Context: an optimization exercise on an open-source flow, tuned for small area. The choices shown serve that exercise and are no tape-out recipe. Function was checked by simulation only, so behaviour that the tests miss may differ from the original. No activity file was given, so power comes from the tool's default toggle rates.

$ cat flow/flow/run.sh
#!/bin/bash
# The standard ORFS layout with three changes:
#  - after the standard synthesis, every a22oi_2 in the netlist (the memory
#    hold gates, which ABC maps at drive 2 because each is alone in its
#    module) is set back to drive strength 1; placement repair resizes any
#    that need more drive;
#  - the port-buffering step uses the smallest buffer (buf_1) for every input
#    and output port instead of the cell buffer_ports would pick by itself;
#  - clock tree synthesis gets large sink clusters of clkbuf_16 and no dummy
#    loads (the period leaves ample room for the resulting skew).
# Make/tool output goes to standard_synth.log and standard_finish.log here;
# ORFS keeps each step's own log under orfs/logs/.
set -euo pipefail
R=orfs/results/sky130hd/exec_mem_display/base
ARGS=(
  BUFFER_PORTS_ARGS="-buffer_cell sky130_fd_sc_hd__buf_1"
  CTS_ARGS="-sink_clustering_enable -repair_clock_nets -sink_clustering_size 25 -sink_clustering_max_diameter 60 -buf_list sky130_fd_sc_hd__clkbuf_16 -dont_use_dummy_load"
)
bash standard.sh "${ARGS[@]}" synth > standard_synth.log 2>&1
sed -i -E 's/^(\s*)sky130_fd_sc_hd__a22oi_2(\s)/\1sky130_fd_sc_hd__a22oi_1\2/' "$R/1_2_yosys.v"
grep -c "sky130_fd_sc_hd__a22oi_1 " "$R/1_2_yosys.v" > downsized_count.txt || true
bash standard.sh "${ARGS[@]}" finish > standard_finish.log 2>&1
$ cat flow/standard.sh
#!/bin/bash
# synth_recipe.tcl (not shown) runs the flow's synth.tcl, then flattens the netlist and writes it again
# the make line also repeats each setting of config.mk as NAME=value (left out here)
make -C /OpenROAD-flow-scripts/flow DESIGN_CONFIG=/design/flow/config.mk WORK_HOME=/design/flow/orfs CLKGATE_MAP_FILE= SYNTH_SCRIPT=/design/flow/synth_recipe.tcl "${@:-finish}"
$ cat flow/config.mk
export PLATFORM = sky130hd
export DESIGN_NAME = exec_mem_display
export DESIGN_NICKNAME = exec_mem_display
export VERILOG_FILES = /design/flow/design.v
export SDC_FILE = /design/flow/constraint.sdc
export NUM_CORES = 4
export LEC_CHECK = 0
export CAP_MARGIN = 5
export CELL_PAD_IN_SITES_DETAIL_PLACEMENT = 0
export CELL_PAD_IN_SITES_GLOBAL_PLACEMENT = 1
export CORE_MARGIN = 2
export CORE_UTILIZATION = 35
export PLACE_DENSITY = 0.5
export SETUP_SLACK_MARGIN = 0.3
export SLEW_MARGIN = 5
export SYNTH_HIERARCHICAL = 1
$ cat flow/constraint.sdc
create_clock -name core_clock -period 12.0 [get_ports {clk}]
set_input_delay 2.4000 -clock core_clock [delete_from_list [all_inputs] [get_ports {clk}]]
set_output_delay 2.4000 -clock core_clock [all_outputs]
set_load 0.01 [all_outputs]
$ cat flow/design.v
module exec_mem_display #(
    parameter int SCAN_BITS = 17
) (
    input  logic        clk,
    input  logic        rst,
    input  logic [31:0] alu_x,
    input  logic [31:0] alu_y,
    input  logic [3:0]  alu_op,
    output logic [31:0] alu_r,
    output logic [31:0] alu_r2,
    output logic        alu_of,
    output logic        alu_cf,
    output logic        alu_eq,
    input  logic [5:0]  ram_addr,
    input  logic [5:0]  ram_addr_display,
    input  logic [31:0] ram_din,
    input  logic        ram_we,
    input  logic [1:0]  ram_mode,
    input  logic [1:0]  ram_byte,
    output logic [31:0] ram_dout,
    output logic [31:0] ram_display,
    input  logic [2:0]  display,
    input  logic [31:0] total_cycles,
    input  logic [31:0] condi_num,
    input  logic [31:0] uncondi_num,
    input  logic [31:0] condi_suc_num,
    input  logic [31:0] syscall_out,
    input  logic [31:0] show_pc,
    output logic [7:0]  an,
    output logic [7:0]  seg
);
    logic        w_sub;
    logic [31:0] w_yb;
    logic [31:0] w_p;
    logic [33:0] w_acc;
    logic [31:0] w_s;
    logic        w_co;
    logic        w_ovf;
    logic        w_lt_u;
    logic        w_lt_s;
    assign w_sub  = (alu_op != 4'd5);
    assign w_yb   = alu_y ^ {32{w_sub}};
    assign w_p    = alu_x ^ w_yb;
    assign w_acc  = {1'b0, alu_x, 1'b1} + {1'b0, w_yb, w_sub};
    assign w_s    = w_acc[32:1];
    assign w_co   = w_acc[33];
    assign w_ovf  = (alu_x[31] == w_yb[31]) && (w_s[31] != alu_x[31]);
    assign w_lt_u = ~w_co;
    assign w_lt_s = w_s[31] ^ w_ovf;
    assign alu_eq = w_sub ? (&w_p) : ~(|w_p);
    logic        w_left;
    logic        w_fill;
    logic [31:0] w_st [6];
    logic [31:0] w_sh;
    logic        w_right;
    assign w_left  = (alu_op[1:0] == 2'd0);
    assign w_right = ~w_left;
    assign w_fill = (alu_op[1:0] == 2'd1) & alu_x[31];
    for (genvar i = 0; i < 32; i++) begin : g_shin
        emd_ao22 u_m (.a1(alu_x[i]), .a2(w_right), .b1(alu_x[31-i]), .b2(w_left), .y(w_st[0][i]));
    end
    for (genvar k = 0; k < 5; k++) begin : g_shst
        logic w_fk;
        assign w_fk = (k % 2 == 0) ? w_fill : ~w_fill;
        for (genvar i = 0; i < 32; i++) begin : g_b
            if (i + (1 << k) < 32) begin : g_m
                emd_mux2i u_m (.a0(w_st[k][i]), .a1(w_st[k][i+(1<<k)]), .s(alu_y[k]), .y(w_st[k+1][i]));
            end else begin : g_f
                emd_mux2i u_m (.a0(w_st[k][i]), .a1(w_fk), .s(alu_y[k]), .y(w_st[k+1][i]));
            end
        end
    end
    for (genvar i = 0; i < 32; i++) begin : g_shout
        emd_mux2i u_m (.a0(w_st[5][i]), .a1(w_st[5][31-i]), .s(w_left), .y(w_sh[i]));
    end
    logic [3:0] w_tt;
    logic       w_en_sh;
    logic       w_en_add;
    logic       w_slt;
    always_comb begin
        case (alu_op)
            4'd7:    w_tt = 4'b1000;
            4'd8:    w_tt = 4'b1110;
            4'd9:    w_tt = 4'b0110;
            4'd10:   w_tt = 4'b0001;
            default: w_tt = 4'b0000;
        endcase
    end
    assign w_en_sh  = (alu_op <= 4'd2);
    assign w_en_add = (alu_op == 4'd5) | (alu_op == 4'd6);
    assign w_slt    = ((alu_op == 4'd11) & w_lt_s) | ((alu_op == 4'd12) & w_lt_u);
    for (genvar i = 0; i < 32; i++) begin : g_res
        logic w_lg;
        emd_lut2 u_l (.t(w_tt), .x(alu_x[i]), .y(alu_y[i]), .o(w_lg));
        if (i == 0) begin : g_0
            assign alu_r[i] = (w_en_sh & w_sh[i]) | (w_en_add & w_s[i]) | w_lg | w_slt;
        end else begin : g_n
            assign alu_r[i] = (w_en_sh & w_sh[i]) | (w_en_add & w_s[i]) | w_lg;
        end
    end
    assign alu_r2 = 32'd0;
    assign alu_cf = ((alu_op == 4'd5) & w_co) | ((alu_op == 4'd6) & ~w_co);
    assign alu_of = w_en_add & w_ovf;
    logic [31:0] r_mem [64];
    logic [31:0] w_next [64];
    logic [31:0] w_wdata;
    logic [31:0] w_bus;
    logic [63:0] w_sel_a;
    logic [63:0] w_sel_d;
    logic [63:0] w_wen;
    logic [63:0] w_keep;
    logic [31:0] w_rd_a;
    logic [31:0] w_rd_d;
    logic        w_ph;
    always_comb begin
        for (int i = 0; i < 64; i++) begin
            w_sel_a[i] = (ram_addr == i[5:0]);
            w_sel_d[i] = (ram_addr_display == i[5:0]);
            w_wen[i]   = rst | (ram_we & w_sel_a[i]);
            w_keep[i]  = ~w_wen[i];
        end
    end
    for (genvar i = 0; i < 64; i++) begin : g_word
        for (genvar b = 0; b < 32; b++) begin : g_bit
            emd_hold u_hold (
                .we(w_wen[i]), .keep(w_keep[i]), .wd(w_bus[b]), .q(r_mem[i][b]), .d(w_next[i][b])
            );
        end
    end
    always_ff @(posedge clk) begin
        for (int i = 0; i < 64; i++) r_mem[i] <= w_next[i];
    end
    assign ram_dout    = w_rd_a ^ {32{w_ph}};
    assign ram_display = w_rd_d ^ {32{w_ph}};
    for (genvar b = 0; b < 32; b++) begin : g_col
        logic [63:0] w_col;
        logic [21:0] w_pa;
        logic [21:0] w_pd;
        for (genvar i = 0; i < 64; i++) begin : g_bit
            assign w_col[i] = r_mem[i][b];
        end
        for (genvar k = 0; k < 21; k++) begin : g_aoi
            emd_aoi222 u_a (.d(w_col[3*k+2:3*k]), .s(w_sel_a[3*k+2:3*k]), .y(w_pa[k]));
            emd_aoi222 u_d (.d(w_col[3*k+2:3*k]), .s(w_sel_d[3*k+2:3*k]), .y(w_pd[k]));
        end
        assign w_pa[21] = ~(w_col[63] & w_sel_a[63]);
        assign w_pd[21] = ~(w_col[63] & w_sel_d[63]);
        emd_nand #(.N(22)) u_na (.a(w_pa), .y(w_rd_a[b]));
        emd_nand #(.N(22)) u_nd (.a(w_pd), .y(w_rd_d[b]));
    end
    always_comb begin
        w_wdata = ram_dout;
        case (ram_mode)
            2'b00: begin
                case (ram_byte)
                    2'd0: w_wdata[7:0]   = ram_din[7:0];
                    2'd1: w_wdata[15:8]  = ram_din[7:0];
                    2'd2: w_wdata[23:16] = ram_din[7:0];
                    default: w_wdata[31:24] = ram_din[7:0];
                endcase
            end
            2'b01: begin
                if (ram_byte[1]) w_wdata[31:16] = ram_din[15:0];
                else             w_wdata[15:0]  = ram_din[15:0];
            end
            default: w_wdata = ram_din;
        endcase
    end
    assign w_bus = rst ? 32'hFFFF_FFFF : (w_wdata ^ {32{w_ph}});
    logic [SCAN_BITS+2:0] r_scan;
    always_ff @(posedge clk) begin
        if (rst) r_scan <= '0;
        else     r_scan <= r_scan + 1'b1;
    end
    logic [2:0]  w_digit;
    logic [3:0]  w_nib;
    logic [31:0] w_src [8];
    logic [55:0] w_dsel;
    assign w_digit = r_scan[SCAN_BITS+2:SCAN_BITS];
    assign w_ph    = r_scan[0];
    assign an      = ~(8'b1 << w_digit);
    assign w_src[0] = ram_display;
    assign w_src[1] = total_cycles;
    assign w_src[2] = condi_num;
    assign w_src[3] = uncondi_num;
    assign w_src[4] = condi_suc_num;
    assign w_src[5] = syscall_out;
    assign w_src[6] = show_pc;
    assign w_src[7] = 32'd0;
    always_comb begin
        for (int v = 0; v < 7; v++)
            for (int d = 0; d < 8; d++)
                w_dsel[8*v+d] = (display == v[2:0]) & (w_digit == d[2:0]);
    end
    for (genvar j = 0; j < 4; j++) begin : g_nib
        logic [55:0] w_in;
        logic [18:0] w_pn;
        for (genvar v = 0; v < 7; v++) begin : g_v
            for (genvar d = 0; d < 8; d++) begin : g_d
                assign w_in[8*v+d] = w_src[v][4*d+j];
            end
        end
        for (genvar k = 0; k < 18; k++) begin : g_aoi
            emd_aoi222 u_a (.d(w_in[3*k+2:3*k]), .s(w_dsel[3*k+2:3*k]), .y(w_pn[k]));
        end
        assign w_pn[18] = ~((w_in[54] & w_dsel[54]) | (w_in[55] & w_dsel[55]));
        emd_nand #(.N(19)) u_n (.a(w_pn), .y(w_nib[j]));
    end
    always_comb begin
        seg = 8'hC0;
        case (w_nib)
            4'h0: seg = 8'hC0;
            4'h1: seg = 8'hF9;
            4'h2: seg = 8'hA4;
            4'h3: seg = 8'hB0;
            4'h4: seg = 8'h99;
            4'h5: seg = 8'h92;
            4'h6: seg = 8'h82;
            4'h7: seg = 8'hF8;
            4'h8: seg = 8'h80;
            4'h9: seg = 8'h90;
            4'hA: seg = 8'h88;
            4'hB: seg = 8'h83;
            4'hC: seg = 8'hC6;
            4'hD: seg = 8'hA1;
            4'hE: seg = 8'h86;
            default: seg = 8'h8E;
        endcase
    end
endmodule
module emd_hold (
    input  logic we,
    input  logic keep,
    input  logic wd,
    input  logic q,
    output logic d
);
    assign d = ~((we & wd) | (keep & q));
endmodule
module emd_aoi222 (
    input  logic [2:0] d,
    input  logic [2:0] s,
    output logic       y
);
    assign y = ~|(d & s);
endmodule
module emd_nand #(
    parameter int N = 22
) (
    input  logic [N-1:0] a,
    output logic         y
);
    assign y = ~&a;
endmodule
module emd_ao22 (
    input  logic a1,
    input  logic a2,
    input  logic b1,
    input  logic b2,
    output logic y
);
    assign y = (a1 & a2) | (b1 & b2);
endmodule
module emd_mux2i (
    input  logic a0,
    input  logic a1,
    input  logic s,
    output logic y
);
    assign y = ~(s ? a1 : a0);
endmodule
module emd_lut2 (
    input  logic [3:0] t,
    input  logic       x,
    input  logic       y,
    output logic       o
);
    assign o = t[{x, y}];
endmodule
==> key figures, run 1 <==
Clock network
  – Clock buffer depth: 3
  – Reg clk slew, reported paths: ~0.06 ns
  – Clk Latency, worst-skew pair: between 0.8 and 0.9 ns
  – Sink Count: 2068
  – Hold_buf cts: 0
  – Root Buffer: clkbuf_16
  – CTS Buf Count: about 170
  – CTS tree: yes
  – CTS H-tree depth: 4

Worst setup path
  – Setup crit end kind: primary output
  – Crit Path Category: input pin to primary output
  – Crit-path max FO: 24
  – Critical path arrival: about 9 ns
  – Slowest Stage Delay on Critical Path: approximately 0.56 ns
  – CP dominant cell by count: buf_4
  – CP required: 9.60 ns
  – CP max stage cell: a222oi_1
  – CP startpoint kind: input pin
  – CP Cell Sequence: buf_1 -> nand2b_4 -> buf_4 -> nor2_4 -> buf_4 -> a222oi_1 -> nand4_1 -> nor4_2 -> buf_4 -> nand4_1 -> xor2_1 -> buf_4 -> a222oi_1 -> buf_4 -> nand4_1 -> nor4_1 -> buf_4 -> nand4_1 -> inv_1 -> ha_1 -> nor2_1 -> or3b_2 -> o21ai_0 -> buf_1

Worst hold path
  – Min-Delay Path Class: flop to flop

Power
  – Leak pwr: around 37 nW
  – Maximum vdd drop: approximately 0.00012 V
  – P per Cell Area: 170 nW/um^2

Timing
  – Worst-margin pin slew: between 1 and 1.5 ns
  – Slew HR: 0.156
  – Tmin final: 11.59 ns
  – Period utilization: 0.966
  – Max Fclk: around 0.086 GHz
  – Setup ws final: between 0.4 and 0.5 ns
  – Final setup violating endpoints: 0
  – Max-slew violation count: 0
  – Hold Vio Cnt, Final: 0
  – Fin Setup TNS: 0 ns
  – Unrepaired setup endpoints after global routing: no
  – Final Skew: roughly 0.10 ns

Status
  – Status: complete, no violations

Layout
  – Fin nets: around 9000
  – Area growth syn-to-layout: 16.5%
  – Layout cell share with drive strength beyond 1: 0.102
  – Final cell count without fillers: 11723
  – Fin area: between 90000 and 100000 sq um

Routing
  – Per-cell routed wire length: 44.9 um
  – Initial drt markers: around 22000
  – Detailed Routing Iterations Pass 1: 14
  – DR vias/cell: just under 8
  – Via count: slightly above 90000
  – Post-route ant nets: 0
  – Post-route DRC violation count: 0
  – Routed wire length: roughly 530 mm

Place
  – DP Area: around 94000 sq um
  – Final HPWL DP: 343 mm
  – GPL Wtd Cong: 0.985
  – Setup WS pre-CTS: approximately 0.36 ns
  – Port Buf Inserts: ~430
  – Placed cells: between 10000 and 15000

Synthesis
  – Synth Instances: 7606
  – Mean post-synth cell area: 11.1 sq um
  – Synth Cell Area: 84800 sq um
  – Yosys Warn Count: 13

Die
  – Die width: approximately 500 um
  – Core Area: 241000 sq um
  – Die ar.: about 250000 sq um
  – Die Y: around 500 um
  – Placement row count: 180
  – Io pins: between 400 and 500
  – Initial Util: 0.352

GRT
  – Gr usage total: 0.406
  – GRT overflow: 0
  – Largest net degree at the start of global routing: between 60 and 70
  – Initial antenna violation count: 65
  – First-pass GRT wire length: a little over 700 mm
  – Vias in the first global route: between 80000 and 90000

Job
  – MaxCap Viol Count: 0
-- per-layer routing --
metal | share of wire | vias to the layer above | global-route usage
met1 | 0.38 | 45996 | 0.519
met2 | 0.42 | 7181 | 0.589
li1 | - | 36384 | -
met4 | 0.072 | 38 | 0.248
met3 | 0.13 | 1355 | 0.134
met5 | 0.00047 | - | 0
-- report_power, final --
| part | total (mW) | internal [mW] | switching (mW) |
|---|---|---|---|
| logic | 3.17 | 0.947 | 2.23 |
| clock network | 5.03 | 2.46 | 2.57 |
| registers | 8.59 | 7.81 | 0.779 |
-- sequential cells by signal, indices dropped and copies added, names as in the netlist --
name    cells
r_scan     20
r_mem    2048
-- critical path: cells and delay by family --
family | cells | cell delay [ns]
adder cells (fa/ha/maj) | 1 | 0.20
AND/OR/NAND/NOR | 10 | 3.08
buffers and inverters | 9 | 2.20
XOR/XNOR | 1 | 0.21
AO/OA/AOI/OAI | 3 | 1.07
-- placed cells by master, fill, tap and decap left out, types with 41 or more instances in the layout --
cell type and instances:
a21oi_1 80, a222oi_1 1416, nor2_4 129, inv_1 83, nand2_1 148, a22oi_1 2054, mux2i_1 209, dfxtp_1 2067
xnor2_1 59, nand4_1 354, nor4_1 54, xor2_1 99, buf_1 420, o21ai_0 58, ha_1 41, a21o_1 43
clkbuf_16 168, buf_4 406, nor2_1 149, a22o_1 42, and4_1 67
-- repair_timing --
action / in CTS / in global routing
setup endpoints to repair: 0 / 6
resized for setup: 0 / 11
setup buffers: 0 / 0
-- layout make-up --
| cell class | instances | area [sq um] |
|---|---|---|
| inverter | 85 | 319 |
| clock buffer | 168 | 4200 |
| sequential | 2068 | 41400 |
| antenna | 28 | 70.1 |
| timing repair buffer | 836 | 4730 |
| fill | 23348 | 142000 |
| tap | 3185 | 3990 |
| multi-input combinational | 5353 | 44100 |
-- worst paths after layout --
| check | start | to | slack (ns) | cells past startpoint |
|---|---|---|---|---|
| max | ram_addr_display[4] | seg[0] | 0.41 | 24 |
| min | r_mem[28][6] | r_mem[28][6] | 0.46 | 1 |
| max reg2reg | r_mem[36][26] | r_mem[22][26] | 6.15 | 11 |
| min reg2reg | r_mem[28][6] | r_mem[28][6] | 0.46 | 1 |
-- through the flow --
step	hold WS, ns	utilization	power, mW
final	0.464	0.410	16.8
after global routing	0.476	0.410	17.3
after CTS	0.467	0.410	16.7
after detailed placement	0.453	0.392	11.7
after global placement	0.447	0.392	11.7
after floorplan	0.437	-	10.0
==> inputs of run 2 (changes only) <==
--- a/flow/flow/run.sh
+++ b/flow/flow/run.sh
@@ -6,7 +6,7 @@
 #    that need more drive;
 #  - the port-buffering step uses the smallest buffer (buf_1) for every input
 #    and output port instead of the cell buffer_ports would pick by itself;
-#  - clock tree synthesis gets large sink clusters of clkbuf_16 and no dummy
+#  - clock tree synthesis uses clkbuf_16 with sink clusters of up to 28 flops within 65 um and no dummy
 #    loads (the period leaves ample room for the resulting skew).
 # Make/tool output goes to standard_synth.log and standard_finish.log here;
 # ORFS keeps each step's own log under orfs/logs/.
@@ -14,7 +14,7 @@
 R=orfs/results/sky130hd/exec_mem_display/base
 ARGS=(
   BUFFER_PORTS_ARGS="-buffer_cell sky130_fd_sc_hd__buf_1"
-  CTS_ARGS="-sink_clustering_enable -repair_clock_nets -sink_clustering_size 25 -sink_clustering_max_diameter 60 -buf_list sky130_fd_sc_hd__clkbuf_16 -dont_use_dummy_load"
+  CTS_ARGS="-sink_clustering_enable -repair_clock_nets -sink_clustering_size 28 -sink_clustering_max_diameter 65 -buf_list sky130_fd_sc_hd__clkbuf_16 -dont_use_dummy_load"
 )
 bash standard.sh "${ARGS[@]}" synth > standard_synth.log 2>&1
 sed -i -E 's/^(\s*)sky130_fd_sc_hd__a22oi_2(\s)/\1sky130_fd_sc_hd__a22oi_1\2/' "$R/1_2_yosys.v"
--- a/flow/config.mk
+++ b/flow/config.mk
@@ -5,12 +5,12 @@
 export SDC_FILE = /design/flow/constraint.sdc
 export NUM_CORES = 4
 export LEC_CHECK = 0
-export CAP_MARGIN = 5
+export CAP_MARGIN = 20
 export CELL_PAD_IN_SITES_DETAIL_PLACEMENT = 0
 export CELL_PAD_IN_SITES_GLOBAL_PLACEMENT = 1
 export CORE_MARGIN = 2
 export CORE_UTILIZATION = 35
 export PLACE_DENSITY = 0.5
 export SETUP_SLACK_MARGIN = 0.3
-export SLEW_MARGIN = 5
+export SLEW_MARGIN = 30
 export SYNTH_HIERARCHICAL = 1
==> run 2 against run 1 <==
Still clean on timing, DRC and antenna. Die area stayed put. Register-to-register slack better by 0.46 ns. Via count fell by 0.41%. Area after synthesis did not move. Clock power decreased by 3%. Cell area is 0.20% higher. Critical endpoint unchanged. Largest power group unchanged. Highest routed layer unchanged.
==> key figures, run 2 <==
Status
  – Status: complete, no violations (unchanged)

Routing
  – Via count: 90582 (was 90954)
  – Post-route DRC violation count: 0 (unchanged)
  – Post-route ant nets: 0 (unchanged)
  – Initial drt markers: 21920 (was 22068)
  – Detailed Routing Iterations Pass 1: 15 (was 14)
  – Routed wire length: 527 mm (was 526 mm)
  – DR vias/cell: 7.73 (was 7.76)
  – Per-cell routed wire length: 44.9 um (about the same)

Die
  – Initial Util: 0.352 (unchanged)
  – Die width: 496 um (unchanged)
  – Core Area: 241000 sq um (unchanged)
  – Die ar.: 246000 sq um (unchanged)
  – Placement row count: 180 (unchanged)
  – Die Y: 496 um (unchanged)
  – Io pins: 461 (unchanged)

Power
  – Clock share of power: 0.292 (was 0.299)
  – Pint: 11.1 mW (was 11.2 mW)
  – P per Cell Area: 168 nW/um^2 (was 170 nW/um^2)
  – Reg power frac: 0.515 (was 0.512)
  – Leak pwr: 36.7 nW (was 36.6 nW)
  – Logic gate share of total power: 0.193 (was 0.189)
  – Sw Ratio: 0.334 (was 0.332)
  – Net switching power figure: 5.57 mW (was 5.58 mW)
  – Maximum vdd drop: 0.000126 V (was 0.000124 V)
  – Design Power: 16.7 mW (was 16.8 mW)

Worst setup path
  – R2r setup slk: 6.61 ns (was 6.15 ns)
  – Crit-path max FO: 18 (was 24)
  – Slowest Stage Delay on Critical Path: 0.61 ns (was 0.56 ns)
  – Crit Reg-Reg Startpoint: r_mem[36][26] (unchanged)
  – CP dominant cell by count: buf_4 (unchanged)
  – Setup crit end kind: primary output (unchanged)
  – CP Buf/Inv Count: 8 (was 9)
  – CP max stage cell: nor4_2 (was a222oi_1)
  – Crit Path Category: input pin to primary output (unchanged)
  – Critical path arrival: 9.32 ns (was 9.19 ns)
  – FF-to-FF End: r_mem[12][26] (was r_mem[22][26])
  – CP Cell Sequence: buf_1 -> nor2_1 -> nand2_1 -> nor2_4 -> buf_4 -> a222oi_1 -> nand4_1 -> nor4_2 -> buf_4 -> nand4_1 -> xor2_1 -> buf_4 -> a222oi_1 -> buf_4 -> nand4_1 -> nor4_1 -> buf_4 -> nand4_1 -> inv_1 -> ha_1 -> nor2_1 -> or3b_2 -> o21ai_0 -> buf_1 (was buf_1 -> nand2b_4 -> buf_4 -> nor2_4 -> buf_4 -> a222oi_1 -> nand4_1 -> nor4_2 -> buf_4 -> nand4_1 -> xor2_1 -> buf_4 -> a222oi_1 -> buf_4 -> nand4_1 -> nor4_1 -> buf_4 -> nand4_1 -> inv_1 -> ha_1 -> nor2_1 -> or3b_2 -> o21ai_0 -> buf_1)
  – R2R cell count: 11 (unchanged)
  – CP delay by family, top: simple AND/OR/NAND/NOR gates (unchanged)
  – CP startpoint kind: input pin (unchanged)
  – CP required: 9.60 ns (about the same)

Worst hold path
  – Min-Delay Endpoint: r_mem[9][5] (was r_mem[28][6])
  – Worst hold start: r_mem[9][5] (was r_mem[28][6])
  – Min-Delay Path Class: flop to flop (unchanged)
  – Hold-critical path depth: 1 (unchanged)

GRT
  – First-pass GRT wire length: 708 mm (about the same)
  – Gr usage total: 0.406 (about the same)
  – GR Util met3: 0.134 (about the same)
  – Met1 usage: 0.520 (was 0.519)
  – Initial antenna violation count: 58 (was 65)
  – GRT overflow: 0 (unchanged)
  – Busiest grt layer: met2 (unchanged)
  – Largest net degree at the start of global routing: 66 (unchanged)
  – GR Layer Usage met2: 0.586 (was 0.589)
  – Vias in the first global route: 82847 (was 83440)

Timing
  – Worst-margin pin slew: 1.13 ns (was 1.26 ns)
  – Unrepaired setup endpoints after global routing: no (unchanged)
  – Tmin final: 11.72 ns (was 11.59 ns)
  – Hold Vio Cnt, Final: 0 (unchanged)
  – Final setup violating endpoints: 0 (unchanged)
  – Final Skew: 0.105 ns (about the same)
  – Slew HR: 0.242 (was 0.156)
  – Period utilization: 0.976 (was 0.966)
  – Fin Setup TNS: 0 ns (unchanged)
  – Hold slack final: 0.464 ns (about the same)
  – Max Fclk: 0.0854 GHz (was 0.0863 GHz)
  – Max-slew violation count: 0 (unchanged)

Job
  – MaxCap Viol Count: 0 (unchanged)

Place
  – Final HPWL DP: 346 mm (was 343 mm)
  – Port Buf Inserts: 427 (unchanged)
  – DP Area: 94900 sq um (was 94500 sq um)
  – GPL Wtd Cong: 0.985 (unchanged)

Synthesis
  – Synth Instances: 7606 (unchanged)
  – Synth Cell Area: 84800 sq um (unchanged)
  – Mean post-synth cell area: 11.1 sq um (unchanged)
  – Yosys Warn Count: 13 (unchanged)

Layout
  – Layout cell share with drive strength beyond 1: 0.103 (was 0.102)
  – Most common cell after layout, fill and taps aside: dfxtp_1 (unchanged)
  – Fin nets: 8873 (was 8867)
  – Largest Register: r_mem (unchanged)
  – Area growth syn-to-layout: 16.8% (was 16.5%)
  – Fin area: 99000 sq um (was 98800 sq um)
  – Largest register FFs: 2048 (unchanged)
  – Biggest regs: r_mem (2048), r_scan (20) (unchanged)
  – Final core utilization: 0.411 (was 0.410)
  – Most frequent cells in the layout: 2067 x dfxtp_1, 2054 x a22oi_1, 1416 x a222oi_1 (unchanged)

Clock network
  – Root Buffer: clkbuf_16 (unchanged)
  – CTS tree: yes (unchanged)
  – Clock buffer depth: 3 (unchanged)
  – Post-CTS Resized: 0 (unchanged)
  – Sink Count: 2068 (unchanged)
  – CTS Buf Count: 158 (was 168)
  – # Post-CTS Setup Buffers: 0 (unchanged)
  – Reg clk slew, reported paths: 0.07 ns (was 0.06 ns)
  – Clk Latency, worst-skew pair: 0.88 ns (was 0.87 ns)
  – CTS H-tree depth: 4 (unchanged)
  – Hold_buf cts: 0 (unchanged)
-- run 2: cell types whose count changed in the layout (fill, tap and decap cells not counted), moves of 3 or more --
cell	previous run	this run
buf_6	0	5
diode_2	28	22
buf_4	406	401
buf_12	2	8
clkbuf_16	168	158
buf_16	1	11
nor4_4	4	7
-- run 2: per-stage QoR --
step           worst slack (ns)  cells
6_report                  0.285  11723
5_1_grt                   0.315  11715
4_1_cts                   0.389  11700
3_5_place_dp              0.422  11542
3_3_place_gp              0.271  11526
2_1_floorplan              2.94   7637
-- run 2: worst max path at each step --
| stage | cells past startpoint | slack (ns) | end | start |
|---|---|---|---|---|
| 2_1_floorplan | 18 | 2.94 | seg[0] | ram_addr_display[5] |
| 3_3_place_gp | 22 | 0.27 | seg[0] | ram_addr_display[4] |
| 3_5_place_dp | 22 | 0.42 | seg[0] | ram_addr_display[4] |
| 4_1_cts | 22 | 0.39 | seg[0] | ram_addr_display[4] |
| 5_1_grt | 24 | 0.31 | seg[0] | ram_addr_display[3] |
| 6_report | 24 | 0.28 | seg[0] | ram_addr_display[3] |
-- run 2: routing by layer --
| metal | vias up | part of all wire |
|---|---|---|
| li1 | 36402 | - |
| met1 | 45812 | 0.38 |
| met2 | 7044 | 0.41 |
| met3 | 1282 | 0.13 |
| met4 | 42 | 0.074 |
| met5 | - | 0.00052 |
-- run 2: final cells by class --
type                    instances  area [sq um]
fillers                     23267        142000
multi-input cells            5353         44200
flip-flops and latches       2068         41400
repair buffers                852          5140
well taps                    3185          3990
clock buffers                 158          3950
inverters                      85           319
diodes                         22          55.1
-- run 2: power groups by stage --
stage                     Sequential, mW  Combinational [mW]  Clock [mW]
after floorplan                     8.48                1.53           0
after global placement              8.70                3.01           0
after detailed placement            8.69                3.09           0
after CTS                           8.55                3.09        4.90
after global routing                8.69                3.30        5.14
final                               8.59                3.21        4.87
==> inputs of run 3 (changes only) <==
--- a/flow/config.mk
+++ b/flow/config.mk
@@ -7,10 +7,10 @@
 export LEC_CHECK = 0
 export CAP_MARGIN = 20
 export CELL_PAD_IN_SITES_DETAIL_PLACEMENT = 0
-export CELL_PAD_IN_SITES_GLOBAL_PLACEMENT = 1
+export CELL_PAD_IN_SITES_GLOBAL_PLACEMENT = 0
 export CORE_MARGIN = 2
-export CORE_UTILIZATION = 35
-export PLACE_DENSITY = 0.5
-export SETUP_SLACK_MARGIN = 0.3
+export CORE_UTILIZATION = 40
+export PLACE_DENSITY = 0.58
+export SETUP_SLACK_MARGIN = 0.4
 export SLEW_MARGIN = 30
 export SYNTH_HIERARCHICAL = 1
==> run 3 against run 2 <==
Still clean. Worst setup slack better by 0.043 ns. Cell area is 2.0% lower. Sequential power hardly changed. Routed wire length is 12% lower. Synthesized cell count stayed put. Clock power is 16% lower. Cell count is 4.0% lower. Total power is 5.7% lower. Clock skew is 0.048 ns higher. Die area is 12% lower. Combinational power is 6% lower. Largest cell class unchanged.
==> key figures, run 3 <==
Worst setup path
  – CP required: 9.60 ns (about the same)
  – Critical path arrival: 9.27 ns (was 9.32 ns)
  – CP dominant cell by count: nand4_1 (was buf_4)
  – CP startpoint kind: input pin (unchanged)
  – CP Cell Sequence: buf_1 -> nand2b_4 -> nor2_4 -> buf_4 -> a222oi_1 -> nand4_1 -> nor4_4 -> buf_4 -> nand4_1 -> xor2_1 -> a222oi_1 -> nand4_1 -> nor4_2 -> buf_4 -> nand4_1 -> inv_1 -> ha_1 -> nor2_1 -> or3b_2 -> o21ai_0 -> buf_1 (was buf_1 -> nor2_1 -> nand2_1 -> nor2_4 -> buf_4 -> a222oi_1 -> nand4_1 -> nor4_2 -> buf_4 -> nand4_1 -> xor2_1 -> buf_4 -> a222oi_1 -> buf_4 -> nand4_1 -> nor4_1 -> buf_4 -> nand4_1 -> inv_1 -> ha_1 -> nor2_1 -> or3b_2 -> o21ai_0 -> buf_1)
  – Crit Path Category: input pin to primary output (unchanged)
  – Setup crit end kind: primary output (unchanged)
  – CP max stage cell: a222oi_1 (was nor4_2)
  – Slowest Stage Delay on Critical Path: 0.81 ns (was 0.61 ns)
  – CP delay by family, top: simple AND/OR/NAND/NOR gates (unchanged)
  – Crit-path max FO: 20 (was 18)
  – CP Buf/Inv Count: 6 (was 8)

Synthesis
  – Mean post-synth cell area: 11.1 sq um (unchanged)
  – Synth Cell Area: 84800 sq um (unchanged)
  – Yosys Warn Count: 13 (unchanged)
  – Synth Instances: 7606 (unchanged)

Clock network
  – Sink Count: 2068 (unchanged)
  – CTS H-tree depth: 3 (was 4)
  – Clk Latency, worst-skew pair: 0.90 ns (was 0.88 ns)
  – Reg clk slew, reported paths: 0.06 ns (was 0.07 ns)
  – CTS Buf Count: 118 (was 158)
  – CTS tree: yes (unchanged)
  – Root Buffer: clkbuf_16 (unchanged)
  – Clock buffer depth: 3 (unchanged)

Routing
  – Post-route ant nets: 0 (unchanged)
  – Detailed Routing Iterations Pass 1: 22 (was 15)
  – Post-route DRC violation count: 0 (unchanged)
  – DR vias/cell: 8.11 (was 7.73)
  – Routed wire length: 464 mm (was 527 mm)
  – Per-cell routed wire length: 41.3 um (was 44.9 um)
  – Initial drt markers: 24168 (was 21920)
  – Via count: 91218 (was 90582)

Layout
  – Area growth syn-to-layout: 14.4% (was 16.8%)
  – Sequential cell area: 41400 sq um (unchanged)
  – Largest register FFs: 2048 (unchanged)
  – Most frequent cells in the layout: 2067 x dfxtp_1, 2054 x a22oi_1, 1416 x a222oi_1 (unchanged)
  – Most common cell after layout, fill and taps aside: dfxtp_1 (unchanged)
  – Final cell count without fillers: 11252 (was 11723)
  – Layout cell share with drive strength beyond 1: 0.0900 (was 0.103)
  – Multi-input gate area: 44000 sq um (was 44200 sq um)
  – Biggest regs: r_mem (2048), r_scan (20) (unchanged)
  – Fin nets: 8771 (was 8873)
  – Final core utilization: 0.459 (was 0.411)
  – Layout filler cell count: 19773 (was 23267)
  – Largest Register: r_mem (unchanged)

Job
  – MaxCap Viol Count: 0 (unchanged)

Timing
  – Hold Vio Cnt, Final: 0 (unchanged)
  – Slew HR: 0.203 (was 0.242)
  – Tmin final: 11.67 ns (was 11.72 ns)
  – Unrepaired setup endpoints after global routing: no (unchanged)
  – Fin Setup TNS: 0 ns (unchanged)
  – Final setup violating endpoints: 0 (unchanged)
  – Max-slew violation count: 0 (unchanged)
  – Final Skew: 0.153 ns (was 0.105 ns)
  – Max Fclk: 0.0857 GHz (was 0.0854 GHz)
  – Period utilization: 0.973 (was 0.976)
  – Worst-margin pin slew: 1.19 ns (was 1.13 ns)

Die
  – Io pins: 461 (unchanged)
  – Initial Util: 0.401 (was 0.352)
  – Die width: 464 um (was 496 um)
  – Die Y: 464 um (was 496 um)
  – Core Area: 211000 sq um (was 241000 sq um)
  – Placement row count: 169 (was 180)
  – Die ar.: 216000 sq um (was 246000 sq um)

GRT
  – Met1 usage: 0.515 (was 0.520)
  – Busiest grt layer: met2 (unchanged)
  – Vias in the first global route: 82881 (was 82847)
  – GR Layer Usage met2: 0.563 (was 0.586)
  – GRT overflow: 0 (unchanged)
  – Gr usage total: 0.404 (was 0.406)
  – Largest net degree at the start of global routing: 65 (was 66)
  – Initial antenna violation count: 42 (was 58)
  – GR Util met3: 0.153 (was 0.134)
  – First-pass GRT wire length: 641 mm (was 708 mm)

Place
  – Final HPWL DP: 292 mm (was 346 mm)
  – GPL Wtd Cong: 1.05 (was 0.985)
  – Port Buf Inserts: 427 (unchanged)
  – Placed cells: 11095 (was 11542)

Power
  – P per Cell Area: 162 nW/um^2 (was 168 nW/um^2)
  – Leak pwr: 36.0 nW (was 36.7 nW)
  – Maximum vdd drop: 0.000128 V (was 0.000126 V)

Status
  – Status: complete, no violations (unchanged)

Worst hold path
  – Min-Delay Path Class: flop to flop (unchanged)
[run 3: through the flow]
stage               area (sq um)  hold WS, ns  power [mW]  setup WS [ns]
finish                     97000        0.468        15.7          0.328
global route               97000        0.480        16.1          0.400
CTS                        96500        0.468        15.5          0.434
detailed placement         93600        0.453        11.5         0.0760
global placement           93100        0.447        11.5         0.0194
floorplan                  84900        0.437        10.0           2.94
[run 3: per-layer routing]
| layer | share of wire | wire [um] |
|---|---|---|
| met1 | 0.36 | 166000 |
| met2 | 0.40 | 184000 |
| met3 | 0.16 | 74700 |
| met4 | 0.084 | 39200 |
| met5 | 0.00030 | 138 |
[run 3: where the power goes]
group / switching (mW) / leakage (nW) / internal [mW]
sequential: 0.802 / 17.4 / 7.81
combinational: 2.08 / 17.1 / 0.948
clock: 2.35 / 1.45 / 1.73
total: 5.23 / 36.0 / 10.5
[run 3: cell type report]
cell class	instances	share of cell area
multi-input cells	5353	0.454
repair buffers	790	0.0490
inverters	85	0.00329
flip-flops and latches	2068	0.427
diodes	17	0.000439
well taps	2821	0.0364
clock buffers	118	0.0304
[run 3: what timing repair did]
| item | in CTS | in global routing |
|---|---|---|
| gates resized for setup | 2 | 6 |
| pin swaps | 0 | 2 |
| setup buffers | 0 | 10 |
| hold buffers | 0 | 0 |
| endpoints found under the hold margin | 0 | 0 |
| endpoints found under the setup margin | 5 | 7 |
[run 3: path summary, 6_finish.rpt]
path / from / to / slack [ns] / cells after the start
min: r_mem[21][27] / r_mem[21][27] / 0.47 / 1
min reg2reg: r_mem[21][27] / r_mem[21][27] / 0.47 / 1
max reg2reg: r_mem[45][24] / r_mem[21][24] / 6.70 / 11
max: ram_addr_display[4] / seg[0] / 0.33 / 21
==> inputs of run 4 (changes only) <==
--- a/flow/design.v
+++ b/flow/design.v
@@ -146,7 +146,7 @@
         assign w_pa[21] = ~(w_col[63] & w_sel_a[63]);
         assign w_pd[21] = ~(w_col[63] & w_sel_d[63]);
         emd_nand #(.N(22)) u_na (.a(w_pa), .y(w_rd_a[b]));
-        emd_nand #(.N(22)) u_nd (.a(w_pd), .y(w_rd_d[b]));
+        emd_nand22f u_nd (.a(w_pd), .y(w_rd_d[b]));
     end
     always_comb begin
         w_wdata = ram_dout;
@@ -204,7 +204,7 @@
             emd_aoi222 u_a (.d(w_in[3*k+2:3*k]), .s(w_dsel[3*k+2:3*k]), .y(w_pn[k]));
         end
         assign w_pn[18] = ~((w_in[54] & w_dsel[54]) | (w_in[55] & w_dsel[55]));
-        emd_nand #(.N(19)) u_n (.a(w_pn), .y(w_nib[j]));
+        emd_nand19f u_n (.a(w_pn), .y(w_nib[j]));
     end
     always_comb begin
         seg = 8'hC0;
@@ -244,6 +244,50 @@
 );
     assign y = ~|(d & s);
 endmodule
+module emd_nand22f (
+    input  logic [21:0] a,
+    output logic        y
+);
+    logic [5:0] w_g;
+    logic [2:0] w_h;
+    for (genvar k = 0; k < 5; k++) begin : g_l1
+        emd_gnand4 u_g (.a(a[4*k+3:4*k]), .y(w_g[k]));
+    end
+    emd_gnand2 u_g5 (.a(a[21:20]), .y(w_g[5]));
+    for (genvar k = 0; k < 3; k++) begin : g_l2
+        emd_gnor2 u_h (.a(w_g[2*k+1:2*k]), .y(w_h[k]));
+    end
+    emd_gnand3 u_y (.a(w_h), .y(y));
+endmodule
+module emd_nand19f (
+    input  logic [18:0] a,
+    output logic        y
+);
+    logic [4:0] w_g;
+    logic [1:0] w_h;
+    for (genvar k = 0; k < 4; k++) begin : g_l1
+        emd_gnand4 u_g (.a(a[4*k+3:4*k]), .y(w_g[k]));
+    end
+    emd_gnand3 u_g4 (.a(a[18:16]), .y(w_g[4]));
+    emd_gnor3 u_h0 (.a(w_g[2:0]), .y(w_h[0]));
+    emd_gnor2 u_h1 (.a(w_g[4:3]), .y(w_h[1]));
+    emd_gnand2 u_y (.a(w_h), .y(y));
+endmodule
+module emd_gnand4 (input logic [3:0] a, output logic y);
+    assign y = ~&a;
+endmodule
+module emd_gnand3 (input logic [2:0] a, output logic y);
+    assign y = ~&a;
+endmodule
+module emd_gnand2 (input logic [1:0] a, output logic y);
+    assign y = ~&a;
+endmodule
+module emd_gnor3 (input logic [2:0] a, output logic y);
+    assign y = ~|a;
+endmodule
+module emd_gnor2 (input logic [1:0] a, output logic y);
+    assign y = ~|a;
+endmodule
 module emd_nand #(
     parameter int N = 22
 ) (
--- a/flow/flow/run.sh
+++ b/flow/flow/run.sh
@@ -6,7 +6,7 @@
 #    that need more drive;
 #  - the port-buffering step uses the smallest buffer (buf_1) for every input
 #    and output port instead of the cell buffer_ports would pick by itself;
-#  - clock tree synthesis uses clkbuf_16 with sink clusters of up to 28 flops within 65 um and no dummy
+#  - clock tree synthesis uses clkbuf_16 with sink clusters of up to 30 flops within 70 um and no dummy
 #    loads (the period leaves ample room for the resulting skew).
 # Make/tool output goes to standard_synth.log and standard_finish.log here;
 # ORFS keeps each step's own log under orfs/logs/.
@@ -14,7 +14,7 @@
 R=orfs/results/sky130hd/exec_mem_display/base
 ARGS=(
   BUFFER_PORTS_ARGS="-buffer_cell sky130_fd_sc_hd__buf_1"
-  CTS_ARGS="-sink_clustering_enable -repair_clock_nets -sink_clustering_size 28 -sink_clustering_max_diameter 65 -buf_list sky130_fd_sc_hd__clkbuf_16 -dont_use_dummy_load"
+  CTS_ARGS="-sink_clustering_enable -repair_clock_nets -sink_clustering_size 30 -sink_clustering_max_diameter 70 -buf_list sky130_fd_sc_hd__clkbuf_16 -dont_use_dummy_load"
 )
 bash standard.sh "${ARGS[@]}" synth > standard_synth.log 2>&1
 sed -i -E 's/^(\s*)sky130_fd_sc_hd__a22oi_2(\s)/\1sky130_fd_sc_hd__a22oi_1\2/' "$R/1_2_yosys.v"
==> flow/config.mk (replaced) <==
export PLATFORM = sky130hd
export DESIGN_NAME = exec_mem_display
export DESIGN_NICKNAME = exec_mem_display
export VERILOG_FILES = /design/flow/design.v
export SDC_FILE = /design/flow/constraint.sdc
export NUM_CORES = 4
export LEC_CHECK = 0
export CAP_MARGIN = 5
export CELL_PAD_IN_SITES_DETAIL_PLACEMENT = 0
export CELL_PAD_IN_SITES_GLOBAL_PLACEMENT = 1
export CORE_MARGIN = 2
export CORE_UTILIZATION = 35
export PLACE_DENSITY = 0.5
export SETUP_SLACK_MARGIN = 0.4
export SLEW_MARGIN = 5
export SYNTH_HIERARCHICAL = 1
==> run 4 against run 3 <==
The layout now fails its checks (slew limit). Non-clock buffer count rose by 58. Area after synthesis grew 0.24%. Critical path type unchanged. Cell count is 4.9% higher.
==> key figures, run 4 <==
Routing
  – Post-route ant nets: 0 (unchanged)
  – Initial drt markers: 22323 (was 24168)
  – Per-cell routed wire length: 46.4 um (was 41.3 um)
  – Detailed Routing Iterations Pass 1: 15 (was 22)
  – Routed wire length: 548 mm (was 464 mm)
  – DR vias/cell: 7.78 (was 8.11)
  – Via count: 91805 (was 91218)
  – Post-route DRC violation count: 0 (unchanged)

Power
  – Net switching power figure: 5.54 mW (was 5.23 mW)
  – P per Cell Area: 167 nW/um^2 (was 162 nW/um^2)
  – Design Power: 16.4 mW (was 15.7 mW)
  – Logic gate share of total power: 0.191 (was 0.193)
  – Leak pwr: 36.7 nW (was 36.0 nW)
  – Clock share of power: 0.284 (was 0.259)
  – Pint: 10.8 mW (was 10.5 mW)
  – Maximum vdd drop: 0.000133 V (was 0.000128 V)
  – Reg power frac: 0.525 (was 0.548)
  – Sw Ratio: 0.339 (was 0.333)

Die
  – Initial Util: 0.353 (was 0.401)
  – Io pins: 461 (unchanged)
  – Die Y: 497 um (was 464 um)
  – Die ar.: 247000 sq um (was 216000 sq um)
  – Die width: 497 um (was 464 um)
  – Core Area: 241000 sq um (was 211000 sq um)
  – Placement row count: 180 (was 169)

Clock network
  – Reg clk slew, reported paths: 0.07 ns (was 0.06 ns)
  – Clock buffer depth: 3 (unchanged)
  – CTS H-tree depth: 4 (was 3)
  – CTS Buf Count: 143 (was 118)
  – Hold_buf cts: 0 (unchanged)
  – Sink Count: 2068 (unchanged)
  – Clk Latency, worst-skew pair: 0.86 ns (was 0.90 ns)
  – CTS tree: yes (unchanged)
  – Root Buffer: clkbuf_16 (unchanged)

Worst setup path
  – R2r setup slk: 6.08 ns (was 6.70 ns)
  – Setup crit start: ram_addr_display[0] (was ram_addr_display[4])
  – FF-to-FF End: r_mem[24][24] (was r_mem[21][24])
  – Crit Path Category: input pin to primary output (unchanged)
  – Worst setup endpoint: seg[0] (unchanged)
  – Crit Reg-Reg Startpoint: r_mem[45][24] (unchanged)
  – CP delay by family, top: simple AND/OR/NAND/NOR gates (unchanged)
  – Slowest Stage Delay on Critical Path: 0.79 ns (was 0.81 ns)
  – CP Buf/Inv Count: 4 (was 6)
  – Crit-path max FO: 32 (was 20)
  – CP required: 9.60 ns (about the same)
  – Setup crit end kind: primary output (unchanged)
  – CP startpoint kind: input pin (unchanged)
  – CP max stage cell: nor2_1 (was a222oi_1)
  – R2R cell count: 12 (was 11)
  – Worst path depth: 20 (was 21)
  – CP Cell Sequence: buf_1 -> nor2b_1 -> nand3_1 -> nor2_2 -> buf_4 -> a222oi_1 -> nand4_1 -> nor2_1 -> nand3_1 -> xor2_1 -> a222oi_1 -> nand4_1 -> nor3_2 -> nand2_1 -> inv_1 -> ha_1 -> nor2b_1 -> or3b_2 -> o21ai_0 -> buf_1 (was buf_1 -> nand2b_4 -> nor2_4 -> buf_4 -> a222oi_1 -> nand4_1 -> nor4_4 -> buf_4 -> nand4_1 -> xor2_1 -> a222oi_1 -> nand4_1 -> nor4_2 -> buf_4 -> nand4_1 -> inv_1 -> ha_1 -> nor2_1 -> or3b_2 -> o21ai_0 -> buf_1)
  – Critical path arrival: 9.20 ns (was 9.27 ns)

Timing
  – Fin Setup TNS: 0 ns (unchanged)
  – Final setup violating endpoints: 0 (unchanged)
  – Tmin final: 11.60 ns (was 11.67 ns)
  – Slew HR: -0.102 (was 0.203)
  – Worst-margin pin slew: 1.65 ns (was 1.19 ns)
  – Final Skew: 0.0774 ns (was 0.153 ns)
  – Max Fclk: 0.0862 GHz (was 0.0857 GHz)
  – Period utilization: 0.967 (was 0.973)
  – Unrepaired setup endpoints after global routing: no (unchanged)
  – Max-slew violation count: 1 (was 0)
  – Hold Vio Cnt, Final: 0 (unchanged)

Synthesis
  – Synth Instances: 7710 (was 7606)
  – Mean post-synth cell area: 11.0 sq um (was 11.1 sq um)
  – Synth Cell Area: 85000 sq um (was 84800 sq um)
  – Yosys Warn Count: 13 (unchanged)

Status
  – Status: complete, but fails checks (was complete, no violations)
  – SO Faults: slew limit

Worst hold path
  – Min-Delay Path Class: flop to flop (unchanged)
  – Hold-critical path depth: 1 (unchanged)

Layout
  – Largest Register: r_mem (unchanged)
  – Fin area: 97700 sq um (was 97000 sq um)
  – Area growth syn-to-layout: 15.0% (was 14.4%)
  – Biggest regs: r_mem (2048), r_scan (20) (unchanged)
  – Largest register FFs: 2048 (unchanged)
  – Most frequent cells in the layout: 2067 x dfxtp_1, 2054 x a22oi_1, 1416 x a222oi_1 (unchanged)
  – Layout cell share with drive strength beyond 1: 0.0988 (was 0.0900)
  – Most common cell after layout, fill and taps aside: dfxtp_1 (unchanged)
  – Fin nets: 8958 (was 8771)

Job
  – MaxCap Viol Count: 0 (unchanged)

GRT
  – Largest net degree at the start of global routing: 76 (was 65)
  – Gr usage total: 0.421 (was 0.404)
  – Initial antenna violation count: 46 (was 42)
  – First-pass GRT wire length: 728 mm (was 641 mm)
  – Vias in the first global route: 81886 (was 82881)
  – GRT overflow: 0 (unchanged)

Place
  – GPL Wtd Cong: 1.02 (was 1.05)
  – Final HPWL DP: 366 mm (was 292 mm)
  – Port Buf Inserts: 427 (unchanged)
  – DP Area: 94100 sq um (was 93600 sq um)
==> run 4: cell count changes in the layout (fill, tap and decap cells not counted), moves of 17 or more <==
cell and delta:
inv_1 -32, nor4_1 -24, clkbuf_16 +25, nand2_1 +38
nand3_1 +37, buf_4 +78, buf_16 -17, inv_2 +23
and4_1 -32, nor2_1 +101, nor2_4 -81, nor2_2 +80
==> run 4: how the worst min path moves through the flow <==
stage	slack, ns	from	end
2_1_floorplan	0.44	r_mem[0][0]	r_mem[0][0]
3_3_place_gp	0.45	r_mem[63][9]	r_mem[63][9]
3_5_place_dp	0.45	r_mem[63][9]	r_mem[63][9]
4_1_cts	0.46	r_mem[63][9]	r_mem[63][9]
5_1_grt	0.48	r_mem[49][14]	r_mem[49][14]
6_report	0.47	r_mem[63][23]	r_mem[63][23]
==> run 4: per-stage QoR <==
step / setup WS (ns) / hold WS, ns / cells / utilization
after floorplan: 3.19 / 0.437 / 7741 / -
after global placement: 0.733 / 0.447 / 11637 / 0.390
after detailed placement: 0.624 / 0.453 / 11638 / 0.390
after CTS: 0.601 / 0.464 / 11781 / 0.405
after global routing: 0.432 / 0.478 / 11793 / 0.405
final: 0.397 / 0.465 / 11807 / 0.406
==> run 4: worst reg2reg max path: stages, from the launching register on <==
cell,delay (ns)
dfxtp_1,0.34
a222oi_1,0.56
nand4_1,0.74
nor4_2,0.60
buf_4,0.29
nand4_1,0.37
xnor2_1,0.43
o21ai_0,0.12
a221oi_1,0.42
xor2_1,0.23
nand2b_4,0.67
buf_4,0.70
a22oi_1,0.27
==> run 4: layout make-up <==
| type | count | area (sq um) |
|---|---|---|
| Antenna cell | 21 | 52.6 |
| Clock buffer | 143 | 3580 |
| Timing Repair Buffer | 848 | 4770 |
| Sequential cell | 2068 | 41400 |
| Inverter | 85 | 319 |
| Multi-Input combinational cell | 5457 | 43600 |
| Tap cell | 3185 | 3990 |
| Fill cell | 23569 | 143000 |
==> run 4: layer usage <==
layer  wire length (um)  track usage  vias up
met5                123      0.00907        -
met4              38000        0.241       20
met3              81100        0.169     1171
met2             215000        0.567     7504
met1             214000        0.561    46556
li1                   -            -    36554
==> run 4: power by group through the flow <==
| stage | logic [mW] | registers, mW | clock network (mW) |
|---|---|---|---|
| finish | 3.13 | 8.60 | 4.65 |
| CTS | 2.98 | 8.55 | 4.66 |
| global route | 3.21 | 8.70 | 4.89 |
| detailed placement | 2.98 | 8.70 | 0 |
| floorplan | 1.53 | 8.48 | 0 |
| global placement | 2.94 | 8.71 | 0 |
==> run 4: timing repair <==
action,4_1_cts,5_1_grt
setup buffers,0,0
resized for setup,0,1
endpoints found under the hold margin,0,0
setup endpoints to repair,0,2

-- separate check: timing with driven ports --
Ports are ideal in the flow. The routed layouts listed here were re-timed in OpenROAD.
Step 1: set_driving_cell puts a clkbuf_16 on clk and a buf_2 on each other input, an assumption about the parent block.
Step 2 moves the port delays by t, midway between the first and last clock arrival at a register: inputs arrive t later, outputs are due t later. That takes back most of the time a late clock gives input paths.
Slacks: ideal / step 1 / step 2; pairs: ideal / step 1.
run | t (ns) | setup WS [ns] | hold WS [ns] | slew at the worst register clock pin (ns)
run 1 | 0.924 | 0.408 / 0.239 / 0.239 | 0.464 / 0.464 / 0.464 | 0.09 / 0.09
run 2 | 0.928 | 0.285 / 0.186 / 0.186 | 0.464 / 0.464 / 0.464 | 0.11 / 0.11
run 3 | 0.900 | 0.328 / 0.240 / 0.240 | 0.468 / 0.468 / 0.468 | 0.11 / 0.11
run 4 | 0.923 | 0.397 / 0.362 / 0.362 | 0.465 / 0.465 / 0.465 | 0.11 / 0.11
The setup slack of run 1, which loses most, moves by -0.169 ns with the drivers and by -0.169 ns with both steps.
